Context: an optimization exercise on an open-source flow, tuned for small area, a short achievable clock period and few clock cycles per item. The choices shown serve that exercise and are no tape-out recipe.
In this exercise RTL edits were held to simulation tests only and were not proved equivalent to the original.

==> flow/design.v, too long to show whole: its modules and the start of the top module <==
// module cpa_gt: 4 lines
// module cpa_a21oi: 3 lines
// module cpa_o21ai: 3 lines
// module cpa_nand2: 3 lines
// module cpa_nor2: 3 lines
// module cpa_inv: 3 lines
// module cpa_xor2: 3 lines
// module cpa_xnor2: 3 lines
// module mul_fa: 11 lines
// module mul_ha: 10 lines
// module mul_booth_row: 12 lines
// module mul_split: 2817 lines
// module mul_pipeline: 103 lines
// module mul_unit_top: 28 lines
module mul_unit_top
(
  input  logic        clk,
  input  logic        rst_n,
  input  logic        in_valid,
  output logic        in_ready,
  input  logic [31:0] in_a,
  input  logic [31:0] in_b,
  input  logic [7:0]  in_tag,
  output logic        out_valid,
  input  logic        out_ready,
  output logic [63:0] out_product,
  output logic [7:0]  out_tag
);
  // ...
==> flow/flow/run.sh <==
#!/bin/bash
set -euo pipefail
export BUFFER_PORTS_ARGS="-buffer_cell sky130_fd_sc_hd__buf_2"
export POST_RESIZE_TCL="$(pwd)/flow/rebuffer.tcl"
bash standard.sh finish > standard.log 2>&1
==> flow/flow/rebuffer.tcl <==
proc my_esc { name } {
  return [string map [list "\[" "\\\[" "\]" "\\\]"] $name]
}

proc my_rebuffer { cell } {
  set block [ord::get_db_block]
  set n 0
  foreach inst [$block getInsts] {
    set name [$inst getName]
    if { ![string match "u_pipe.s1_a*" $name] && ![string match "u_pipe.s1_one*" $name] \
         && ![string match "u_pipe.s1_two*" $name] && ![string match "u_pipe.s1_neg*" $name] } { continue }
    set qterm [$inst findITerm Q]
    if { $qterm == "NULL" } { continue }
    set net [$qterm getNet]
    if { $net == "NULL" } { continue }
    # strip buffers hanging off this net (repeatedly, for multi-level trees)
    for {set pass 0} {$pass < 4} {incr pass} {
      set bufs {}
      foreach it [$net getITerms] {
        set li [$it getInst]
        if { $li == $inst } { continue }
        set m [[$li getMaster] getName]
        if { [string match "sky130_fd_sc_hd__buf_*" $m] || [string match "sky130_fd_sc_hd__clkbuf_*" $m] } {
          set c [get_cells -quiet [$li getName]]
          if { [llength $c] == 1 } { lappend bufs $c }
        }
      }
      if { [llength $bufs] == 0 } { break }
      foreach b $bufs { remove_buffers $b }
    }
    set loads 0
    foreach it [$net getITerms] { if { [$it isInputSignal] } { incr loads } }
    if { $loads < 6 } { continue }
    set loc [$inst getLocation]
    set x [expr { [lindex $loc 0] / 1000.0 }]
    set y [expr { [lindex $loc 1] / 1000.0 }]
    insert_buffer -net [get_nets [$net getName]] -buffer_cell $cell -location [list $x $y]
    incr n
  }
  puts "my_rebuffer: buffered $n operand nets with $cell"
}

# Multiplier cells whose output net matches pattern and spans more than
# min_len_um (half perimeter of its pins) get the next drive strength up.
proc my_upsize_long { min_len_um pattern } {
  set block [ord::get_db_block]
  set dbu [$block getDbUnitsPerMicron]
  array set up {
    sky130_fd_sc_hd__nor2_1   sky130_fd_sc_hd__nor2_2
    sky130_fd_sc_hd__nand2_1  sky130_fd_sc_hd__nand2_2
    sky130_fd_sc_hd__o21ai_0  sky130_fd_sc_hd__o21ai_2
    sky130_fd_sc_hd__o21ai_1  sky130_fd_sc_hd__o21ai_2
    sky130_fd_sc_hd__a21oi_1  sky130_fd_sc_hd__a21oi_2
    sky130_fd_sc_hd__inv_1    sky130_fd_sc_hd__inv_2
    sky130_fd_sc_hd__clkinv_1 sky130_fd_sc_hd__clkinv_2
    sky130_fd_sc_hd__fa_1     sky130_fd_sc_hd__fa_2
    sky130_fd_sc_hd__ha_1     sky130_fd_sc_hd__ha_2
    sky130_fd_sc_hd__xnor2_1  sky130_fd_sc_hd__xnor2_2
    sky130_fd_sc_hd__xor2_1   sky130_fd_sc_hd__xor2_2
    sky130_fd_sc_hd__a22oi_1  sky130_fd_sc_hd__a22oi_2
  }
  set n 0
  foreach net [$block getNets] {
    if { ![string match $pattern [$net getName]] } { continue }
    set drv ""
    set xs {}
    set ys {}
    foreach it [$net getITerms] {
      set inst [$it getInst]
      set loc [$inst getLocation]
      lappend xs [lindex $loc 0]
      lappend ys [lindex $loc 1]
      if { [$it isOutputSignal] } { set drv $inst }
    }
    if { $drv == "" || [llength $xs] < 2 } { continue }
    set len [expr { ([tcl::mathfunc::max {*}$xs] - [tcl::mathfunc::min {*}$xs] + [tcl::mathfunc::max {*}$ys] - [tcl::mathfunc::min {*}$ys]) / double($dbu) }]
    if { $len < $min_len_um } { continue }
    set m [[$drv getMaster] getName]
    if { ![info exists up($m)] } { continue }
    replace_cell [get_cells [$drv getName]] $up($m)
    incr n
  }
  puts "my_upsize_long: upsized $n cells on $pattern nets over $min_len_um um"
}

# Each output port's buffer sits next to the register that drives it, so the
# register sees a short wire and the buffer drives the route to the pin.
proc my_pull_output_buffers { } {
  set block [ord::get_db_block]
  set n 0
  foreach bterm [$block getBTerms] {
    if { [$bterm getIoType] != "OUTPUT" } { continue }
    set pnet [$bterm getNet]
    if { $pnet == "NULL" } { continue }
    foreach it [$pnet getITerms] {
      if { ![$it isOutputSignal] } { continue }
      set buf [$it getInst]
      set inet [[$buf findITerm A] getNet]
      if { $inet == "NULL" } { continue }
      foreach dit [$inet getITerms] {
        if { ![$dit isOutputSignal] } { continue }
        set drv [$dit getInst]
        set loc [$drv getLocation]
        $buf setLocation [lindex $loc 0] [lindex $loc 1]
        incr n
      }
    }
  }
  puts "my_pull_output_buffers: moved $n output buffers"
}

my_rebuffer sky130_fd_sc_hd__buf_8
my_upsize_long 40 u_pipe.u_mul.k*
my_pull_output_buffers
==> flow/standard.sh <==
#!/bin/bash
# synth_recipe.tcl (not shown) runs the flow's synth.tcl, then flattens the netlist and writes it again
# the make line also repeats each setting of config.mk as NAME=value (left out here)
make -C /OpenROAD-flow-scripts/flow DESIGN_CONFIG=/design/flow/config.mk WORK_HOME=/design/flow/orfs CLKGATE_MAP_FILE= SYNTH_SCRIPT=/design/flow/synth_recipe.tcl "${@:-finish}"
==> flow/config.mk <==
export PLATFORM = sky130hd
export DESIGN_NAME = mul_unit_top
export DESIGN_NICKNAME = mul_unit_top
export VERILOG_FILES = /design/flow/design.v
export SDC_FILE = /design/flow/constraint.sdc
export NUM_CORES = 4
export LEC_CHECK = 0
export ABC_CLOCK_PERIOD_IN_PS = 6000
export CAP_MARGIN = 50
export CORE_MARGIN = 2
export CORE_UTILIZATION = 65
export CTS_CLUSTER_DIAMETER = 90
export CTS_CLUSTER_SIZE = 28
export GPL_TIMING_DRIVEN = 1
export SLEW_MARGIN = 60
export SYNTH_HIERARCHICAL = 1
==> flow/constraint.sdc <==
create_clock -name core_clock -period 26.0 [get_ports {clk}]
set_input_delay 5.2000 -clock core_clock [delete_from_list [all_inputs] [get_ports {clk}]]
set_output_delay 5.2000 -clock core_clock [all_outputs]
set_load 0.01 [all_outputs]
==> results_dict.tcl, run 1 <==
set metrics [dict create \
    insertedDiodeCount 2 \
    run_status "finished clean" \
    gr_met3_demand_resource_pct 17.62 \
    regArea_mm2 0.006406 \
    crit_path_max_incr_delay_ns 0.40 \
    die_x_um 226.0 \
    crit_buf_inv 1 \
    critical_path.startpoint_type "flop" \
    wire_length_of_the_first_global_routing_pass_um 160000 \
    criticalPathCategory "flop to primary output" \
    multi_input_area_share_pct 70.33 \
    postLayoutCellArea_mm2 0.03371 \
    timing.hold.worst.class "flop to flop" \
    hpwlAfterDp_um 66560 \
    place.port_buffers 149 \
    worst_path_dominant_cell_family "flip-flops" \
    grt_max_degree 57 \
    cap_viol_max_count 0 \
    drt_wl_total_um 106100 \
    arrival_worst_endpoint_ns 1.10 \
    highest-signal-layer "met5" \
    tritoncts "yes" \
    unrepaired_setup_endpoints_after_global_routing "no" \
    largestClassByArea "multi-input gates" \
]
Testbench counts, summed over its fixed seeds: cycles 16,016, items 16,000.
==> inputs of run 2 (changes only) <==
--- a/flow/flow/rebuffer.tcl
+++ b/flow/flow/rebuffer.tcl
@@ -109,6 +109,6 @@
   puts "my_pull_output_buffers: moved $n output buffers"
 }
 
-my_rebuffer sky130_fd_sc_hd__buf_8
+my_rebuffer sky130_fd_sc_hd__buf_6
 my_upsize_long 40 u_pipe.u_mul.k*
 my_pull_output_buffers
==> run 2 against run 1 <==
Register-to-register slack worse by 0.07 ns. Fmax rose by 0.21%. Routed wire length fell by 0.14%. Cell count hardly changed. Cell area decreased by 0.81%. Synthesized cell count is the same.
==> results_dict.tcl, run 2 <==
set metrics [dict create \
    run_status "finished clean" \
    die_x_um 226.0 \
    boundaryPins 150 \
    crit_path_start "u_pipe.s2_product[43]" \
    ctsRootBufferMaster "sky130_fd_sc_hd__clkbuf_16" \
    initial_utilization_pct 65.69 \
    syn-instance-count 2854 \
    grt_max_degree 57 \
    layout.cells.most_common "sky130_fd_sc_hd__xnor2_1" \
    timing.critical_path.depth 1 \
    cts_hold_buffers 0 \
    fin_crit_sh_pct 24.17 \
    height_of_the_die_um 226.0 \
    timing.hold.worst.class "flop to flop" \
    fmax_mhz 159.1 \
    post-route-drc-count 0 \
    cp-end-kind "primary output" \
    slew_at_the_pin_with_the_worst_max_slew_slack_ns 0.6193 \
    count_of_cells_along_the_worst_register_to_register_path 19 \
    grt_overflow_total 0 \
    layout_common_cells "sky130_fd_sc_hd__xnor2_1, sky130_fd_sc_hd__a22oi_1, sky130_fd_sc_hd__fa_1" \
    arrival_worst_endpoint_ns 1.08 \
    clock_path_buffers 3 \
    netlist_area_mm2 0.03202 \
    postCtsSetupRepairBufs 0 \
    worst_path_dominant_cell_family "flip-flops" \
    tritoncts "yes" \
    cp_data_required_time_ns 20.80 \
    cts_buffers 15 \
    finalNetCount 3471 \
    fin_cells 3542 \
    grt_pass1_vias 26742 \
    period_minus_slack_ns 6.284 \
    cp_max_stage_cell "sky130_fd_sc_hd__edfxtp_1" \
    critical_path.startpoint_type "flop" \
    crit_path_max_incr_delay_ns 0.38 \
    ys_warn_count 7 \
    drt_wl_total_um 106000 \
    capture_instance_of_the_worst_register_to_register_path "u_pipe.s2_product[63]" \
    timing.critical_path.to "out_product[43]" \
    placeableCoreArea_mm2 0.04875 \
    cts_resized 0 \
    clk_pin_slew_worst_paths_ns 0.10 \
    place_congestion 1.059 \
    avgSynthCellArea_um2 11.22 \
    antenna_found_initial 0 \
    avgRoutedWirePerCell_um 29.91 \
    area_delta_synth_final_pct 4.415 \
    place.detailed.instances 3516 \
    insertedDiodeCount 0 \
    reg2reg_slack_ns 19.79 \
    max-slew-margin-rel_pct 58.71 \
    placement.setup.worst_slack_ns 19.39 \
    dr_total_vias 24979 \
    crit_buf_inv 1 \
    grt_usage_pct 42.09 \
    finClkSkew_ns 0.02862 \
    clock_latency_ns 0.53 \
    postRouteAntennaNets 0 \
    die_area_mm2 0.05106 \
    detail_route.iter0.violations 3542 \
    worst_slack_ns 19.72 \
    hpwlAfterDp_um 66490 \
    critical_path.max_fanout 1 \
    crit_path_cells "buf_2" \
    wire_length_of_the_first_global_routing_pass_um 159300 \
    cts-htree-levels 1 \
    cap_viol_max_count 0 \
    largest_reg_flops 64 \
    tritoncts_num_sinks 238 \
    fin_tns_setup_ns 0 \
    firstDrtPassIters 9 \
    timing_hold_violations_final 0 \
    criticalPathCategory "flop to primary output" \
    synth_fp_nets 3455 \
    slew_viol_final 0 \
    post_route_cells_drive_above_1_share_pct 15.88 \
    finalSetupViolations 0 \
    final.fill_count 3693 \
    regMostFlops "u_pipe.s2_product" \
    row_count 81 \
    unrepaired_setup_endpoints_after_global_routing "no" \
    detail_route.vias_per_cell 7.052 \
    place.port_buffers 149 \
    launch_point_of_the_worst_reg_to_reg_path "u_pipe.s1_a[20]" \
]
-- run 2: worst min-delay path by stage --
stage / from / to / slack (ns) / cells after the start
after floorplan: u_pipe.s1_valid / u_pipe.s2_idle / 0.39 / 1
after global placement: u_pipe.s1_tag[7] / u_pipe.s2_tag[7] / 0.40 / 0
after detailed placement: u_pipe.s1_tag[1] / u_pipe.s2_tag[1] / 0.40 / 0
after CTS: u_pipe.s1_tag[4] / u_pipe.s2_tag[4] / 0.41 / 0
after global routing: u_pipe.s1_tag[4] / u_pipe.s2_tag[4] / 0.41 / 0
final: u_pipe.s1_tag[4] / u_pipe.s2_tag[4] / 0.41 / 0
-- run 2: area by class of cell --
class | count | area (µm²) | share of cell area (%)
sequential | 238 | 6406 | 19.16
clock buffer | 18 | 396.6 | 1.186
timing repair buffer | 236 | 1787 | 5.343
clock inverter | 7 | 117.6 | 0.3517
inverter | 51 | 192.7 | 0.5763
multi-input combinational | 2328 | 23710 | 70.90
tap | 664 | 830.8 | 2.485
-- run 2: routing by layer --
layer  vias to the layer above  part of all wire (%)  GRT usage (%)
met3                       519                    16          16.98
met2                      2265                    43          62.55
met4                         0                   5.3          19.42
li1                       9843                     -              -
met1                     12352                    36          54.01
met5                         -                     0         0.1955
-- run 2: per-stage QoR --
step / hold slack, ns / util [%] / instance area (µm²)
after floorplan: 0.3871 / - / 32020
after global placement: 0.4012 / 66.44 / 32390
after detailed placement: 0.4045 / 67.47 / 32890
after CTS: 0.4059 / 68.52 / 33400
after global routing: 0.4116 / 68.59 / 33440
final: 0.4058 / 68.59 / 33440
==> inputs of run 3 (changes only) <==
--- a/flow/flow/rebuffer.tcl
+++ b/flow/flow/rebuffer.tcl
@@ -110,5 +110,5 @@
 }
 
 my_rebuffer sky130_fd_sc_hd__buf_6
-my_upsize_long 40 u_pipe.u_mul.k*
+my_upsize_long 30 u_pipe.u_mul.k*
 my_pull_output_buffers
==> run 3 against run 2 <==
Synthesized cell count unchanged. Sequential share of layout area fell by 0.071 points. Count of clock-buffer cells in the layout unchanged. Clock skew is 0.0087 ns higher. Highest routed layer is now met5.
==> results_dict.tcl, run 3 <==
set metrics [dict create \
    run_status "finished clean" \
    dr_total_vias 24945 \
    placeableCoreArea_mm2 0.04875 \
    crit_path_max_incr_delay_ns 0.38 \
    regArea_mm2 0.006406 \
    grt_pass1_vias 26737 \
    grt_usage_pct 41.86 \
    worst_path_dominant_cell_family "flip-flops" \
    initial_utilization_pct 65.69 \
    avgRoutedWirePerCell_um 29.81 \
    fin_crit_sh_pct 24.17 \
    clk_pin_slew_worst_paths_ns 0.10 \
    row_count 81 \
    layout_common_cells "sky130_fd_sc_hd__xnor2_1, sky130_fd_sc_hd__a22oi_1, sky130_fd_sc_hd__fa_1" \
    boundaryPins 150 \
    cap_viol_max_count 0 \
    timing_hold_violations_final 0 \
    grt_max_degree 57 \
    multi_input_area_mm2 0.02387 \
    grt_overflow_total 0 \
    drt_wl_total_um 105600 \
    slew_at_the_pin_with_the_worst_max_slew_slack_ns 0.6243 \
    place.port_buffers 149 \
    clock_path_buffers 3 \
    clock_latency_ns 0.55 \
    syn-instance-count 2854 \
    tritoncts_num_sinks 238 \
    cts-htree-levels 1 \
    ys_warn_count 7 \
    hold-path-cell-count 0 \
    postLayoutCellArea_mm2 0.03356 \
    crit_buf_inv 1 \
    max-slew-margin-rel_pct 58.38 \
    die_x_um 226.0 \
    arrival_worst_endpoint_ns 1.08 \
    wire_length_of_the_first_global_routing_pass_um 158300 \
    critical_path.startpoint_type "flop" \
    finalNetCount 3470 \
    timing.hold.worst.class "flop to flop" \
    postRouteAntennaNets 0 \
    antenna_found_initial 0 \
    detail_route.vias_per_cell 7.045 \
    height_of_the_die_um 226.0 \
    final.fill_count 3671 \
    criticalPathCategory "flop to primary output" \
    slew_viol_final 0 \
    unrepaired_setup_endpoints_after_global_routing "no" \
    cp_data_required_time_ns 20.80 \
    cts_hold_buffers 0 \
    place.detailed.instances 3516 \
    hpwlAfterDp_um 66530 \
    cp-end-kind "primary output" \
    avgSynthCellArea_um2 11.22 \
    layout.cells.most_common "sky130_fd_sc_hd__xnor2_1" \
    detailed_place.area_mm2 0.03306 \
    largest_reg_flops 64 \
    fin_tns_setup_ns 0 \
    place_congestion 1.059 \
    ctsRootBufferMaster "sky130_fd_sc_hd__clkbuf_16" \
    count_of_cells_along_the_worst_register_to_register_path 18 \
    synth_fp_nets 3455 \
    critical_path.max_fanout 1 \
    netlist_area_mm2 0.03202 \
    die_area_mm2 0.05106 \
    postCtsSetupRepairBufs 0 \
    post-route-drc-count 0 \
    crit_path_cells "buf_2" \
    firstDrtPassIters 9 \
    fin_cells 3541 \
    fmax_mhz 159.2 \
    post_route_cells_drive_above_1_share_pct 17.10 \
    cp_max_stage_cell "sky130_fd_sc_hd__edfxtp_1" \
    cts_resized 0 \
    period_minus_slack_ns 6.283 \
    tritoncts "yes" \
    area_delta_synth_final_pct 4.802 \
    finClkSkew_ns 0.03728 \
    detail_route.iter0.violations 3618 \
    worst_hold_slack_ns 0.4268 \
    insertedDiodeCount 0 \
    regMostFlops "u_pipe.s2_product" \
    timing.critical_path.depth 1 \
    finalSetupViolations 0 \
    cts_buffers 14 \
]
## run 3: area by class of cell
| class | instances | area share [%] |
|---|---|---|
| inverter | 51 | 0.5741 |
| timing repair buffer | 236 | 5.294 |
| clock buffer | 18 | 1.182 |
| tap | 664 | 2.475 |
| multi-input combinational | 2328 | 71.14 |
| clock inverter | 6 | 0.2498 |
| sequential | 238 | 19.09 |
## run 3: path summary, 6_finish.rpt
path	startpoint	slack (ns)	end
max	u_pipe.s2_product[43]	19.72	out_product[43]
min	u_pipe.s1_tag[5]	0.43	u_pipe.s2_tag[5]
max reg2reg	u_pipe.s1_a[22]	19.78	u_pipe.s2_product[63]
min reg2reg	u_pipe.s1_tag[5]	0.43	u_pipe.s2_tag[5]
max in group asynchronous	rst_n	21.32	u_pipe.s2_idle
min in group asynchronous	rst_n	4.47	u_pipe.s1_valid
## run 3: metal layers
layer  part of all wire (%)  global-route usage [%]
met1                     36                   53.78
met2                     43                   61.80
met3                     15                   16.76
met4                    5.6                   20.12
met5                  0.037                  0.8798
## run 3: through the flow
stage	setup slack [ns]	utilization [%]
after global routing	19.48	68.85
after detailed placement	19.38	67.81
final	19.72	68.85
after global placement	19.20	66.44
after CTS	19.69	68.80
after floorplan	18.05	-
==> inputs of run 4 (changes only) <==
--- a/flow/flow/rebuffer.tcl
+++ b/flow/flow/rebuffer.tcl
@@ -110,5 +110,5 @@
 }
 
 my_rebuffer sky130_fd_sc_hd__buf_6
-my_upsize_long 30 u_pipe.u_mul.k*
+my_upsize_long 40 u_pipe.u_mul.k*
 my_pull_output_buffers
--- a/flow/config.mk
+++ b/flow/config.mk
@@ -6,11 +6,11 @@
 export NUM_CORES = 4
 export LEC_CHECK = 0
 export ABC_CLOCK_PERIOD_IN_PS = 6000
-export CAP_MARGIN = 50
+export CAP_MARGIN = 45
 export CORE_MARGIN = 2
 export CORE_UTILIZATION = 65
 export CTS_CLUSTER_DIAMETER = 90
 export CTS_CLUSTER_SIZE = 28
 export GPL_TIMING_DRIVEN = 1
-export SLEW_MARGIN = 60
+export SLEW_MARGIN = 55
 export SYNTH_HIERARCHICAL = 1
==> run 4 against run 3 <==
Global-route usage about the same. Routed wire length down 0.39%. Count of clock-buffer cells in the layout unchanged. Core utilization down 0.39 points. Cell count about the same. Worst setup slack worse by 0.0036 ns. Non-clock buffer count down 1. Cell area down 0.57%. Highest routed layer unchanged.
==> results_dict.tcl, run 4 <==
set metrics [dict create \
    run_status "finished clean" \
    post-route-drc-count 0 \
    cp-end-kind "primary output" \
    hpwlAfterDp_um 65950 \
    grt_util_met2_pct 62.08 \
    cp_data_required_time_ns 20.80 \
    netlist_area_mm2 0.03202 \
    ctsRootBufferMaster "sky130_fd_sc_hd__clkbuf_16" \
    die_x_um 226.0 \
    crit_buf_inv 1 \
    clock_latency_ns 0.55 \
    placeableCoreArea_mm2 0.04875 \
    finClkSkew_ns 0.02900 \
    grt_usage_pct 41.91 \
    crit_path_max_incr_delay_ns 0.39 \
    timing_hold_violations_final 0 \
    grt_max_degree 84 \
    ys_warn_count 7 \
    boundaryPins 150 \
    place.port_buffers 149 \
    crit_path_cells "buf_2" \
    antenna_found_initial 0 \
    largest_reg_flops 64 \
    clk_pin_slew_worst_paths_ns 0.10 \
    finalSetupViolations 0 \
    height_of_the_die_um 226.0 \
    max-slew-margin-rel_pct 59.00 \
    postCtsSetupRepairBufs 0 \
    cts_hold_buffers 0 \
    postRouteAntennaNets 0 \
    cp_max_stage_cell "sky130_fd_sc_hd__edfxtp_1" \
    critical_path.startpoint_type "flop" \
    firstDrtPassIters 12 \
    tritoncts "yes" \
    grt_pass1_vias 26690 \
    place_congestion 1.059 \
    insertedDiodeCount 0 \
    detailed_place.area_mm2 0.03284 \
    slew_viol_final 0 \
    layout.cells.most_common "sky130_fd_sc_hd__xnor2_1" \
    cap_viol_max_count 0 \
    criticalPathCategory "flop to primary output" \
    tritoncts_num_sinks 238 \
    post_route_cells_drive_above_1_share_pct 15.79 \
    grt_overflow_total 0 \
    wire_length_of_the_first_global_routing_pass_um 158700 \
    finalNetCount 3469 \
    reg2reg_slack_ns 19.79 \
    slew_at_the_pin_with_the_worst_max_slew_slack_ns 0.6151 \
    fin_crit_sh_pct 24.18 \
    unrepaired_setup_endpoints_after_global_routing "no" \
    area_delta_synth_final_pct 4.208 \
    gr_met3_demand_resource_pct 17.89 \
    initial_utilization_pct 65.69 \
    die_area_mm2 0.05106 \
    fmax_mhz 159.1 \
    timing.hold.worst.class "flop to flop" \
    row_count 81 \
    layout_common_cells "sky130_fd_sc_hd__xnor2_1, sky130_fd_sc_hd__a22oi_1, sky130_fd_sc_hd__fa_1" \
    cts_resized 0 \
    grt_busiest_layer "met2" \
    fin_tns_setup_ns 0 \
    critical_path.max_fanout 1 \
    avgSynthCellArea_um2 11.22 \
    detail_route.vias_per_cell 6.986 \
    cts-htree-levels 1 \
    period_minus_slack_ns 6.287 \
    synth_fp_nets 3455 \
    cts_buffers 14 \
    postLayoutCellArea_mm2 0.03337 \
    arrival_worst_endpoint_ns 1.09 \
    dr_total_vias 24732 \
    drt_wl_total_um 105200 \
    worst_path_dominant_cell_family "flip-flops" \
    regMostFlops "u_pipe.s2_product" \
    avgRoutedWirePerCell_um 29.71 \
    syn-instance-count 2854 \
    detail_route.iter0.violations 3307 \
    clock_path_buffers 3 \
    use_met1_pct 53.09 \
]
## run 4: path summary, 6_finish.rpt
path,from,endpoint,cells after the start
max,u_pipe.s2_product[43],out_product[43],1
min,u_pipe.s1_tag[5],u_pipe.s2_tag[5],0
max reg2reg,u_pipe.s1_a[21],u_pipe.s2_product[63],19
min reg2reg,u_pipe.s1_tag[5],u_pipe.s2_tag[5],0
max in group asynchronous,rst_n,u_pipe.s2_idle,1
min in group asynchronous,rst_n,u_pipe.s1_valid,1
## run 4: metal layers
metal | share of wire [%] | vias up
met2 | 44 | 2115
met1 | 36 | 12294
met3 | 15 | 488
li1 | - | 9833
met5 | 0.081 | -
met4 | 5.1 | 2
## run 4: metrics by stage
stage	worst slack, ns	hold slack [ns]	std cells	utilization [%]
after global placement	19.20	0.4012	3514	66.44
after global routing	19.54	0.4324	3540	68.46
after floorplan	18.05	0.3871	2854	-
final	19.71	0.4271	3540	68.46
after CTS	19.70	0.4283	3538	68.34
after detailed placement	19.48	0.4045	3514	67.36
## run 4: final cells by class
type                    instances  area [µm²]
multi-input cells            2328       23710
inverters                      51       192.7
flip-flops and latches        238        6406
well taps                     664       830.8
clock buffers                  18       396.6
fillers                      3680       15380
clock inverters                 6       83.83
repair buffers                235        1754

## what the ideal ports hide
Ports are ideal in the flow. The routed layouts listed here were re-timed in OpenROAD.
Step 1: set_driving_cell puts a clkbuf_16 on clk and a buf_2 on each other input, an assumption about the parent block.
Step 2 also shifts input and output timing later by t, the mid clock arrival at the registers, as if the neighbouring blocks saw the same clock.
Three values: no drivers, after step 1, after step 2; two values: the first two.
| run | shift t [ns] | slack for setup (ns) | hold WS [ns] | worst setup path at the end | clock arrival spread, ns |
|---|---|---|---|---|---|
| run 1 | 0.591 | 19.703 / 19.644 / 19.387 | 0.426 / 0.426 / 0.426 | input to register | 0.038 / 0.039 |
| run 2 | 0.587 | 19.716 / 19.655 / 19.389 | 0.406 / 0.406 / 0.406 | input to register | 0.046 / 0.045 |
| run 3 | 0.591 | 19.717 / 19.655 / 19.355 | 0.427 / 0.427 / 0.427 | input to register | 0.045 / 0.045 |
| run 4 | 0.586 | 19.713 / 19.656 / 19.382 | 0.427 / 0.427 / 0.427 | input to register | 0.040 / 0.040 |
After both steps setup and hold are still met in every run listed. The setup slack of run 3, which loses most, moves by -0.062 ns with the drivers and by -0.362 ns with both steps.
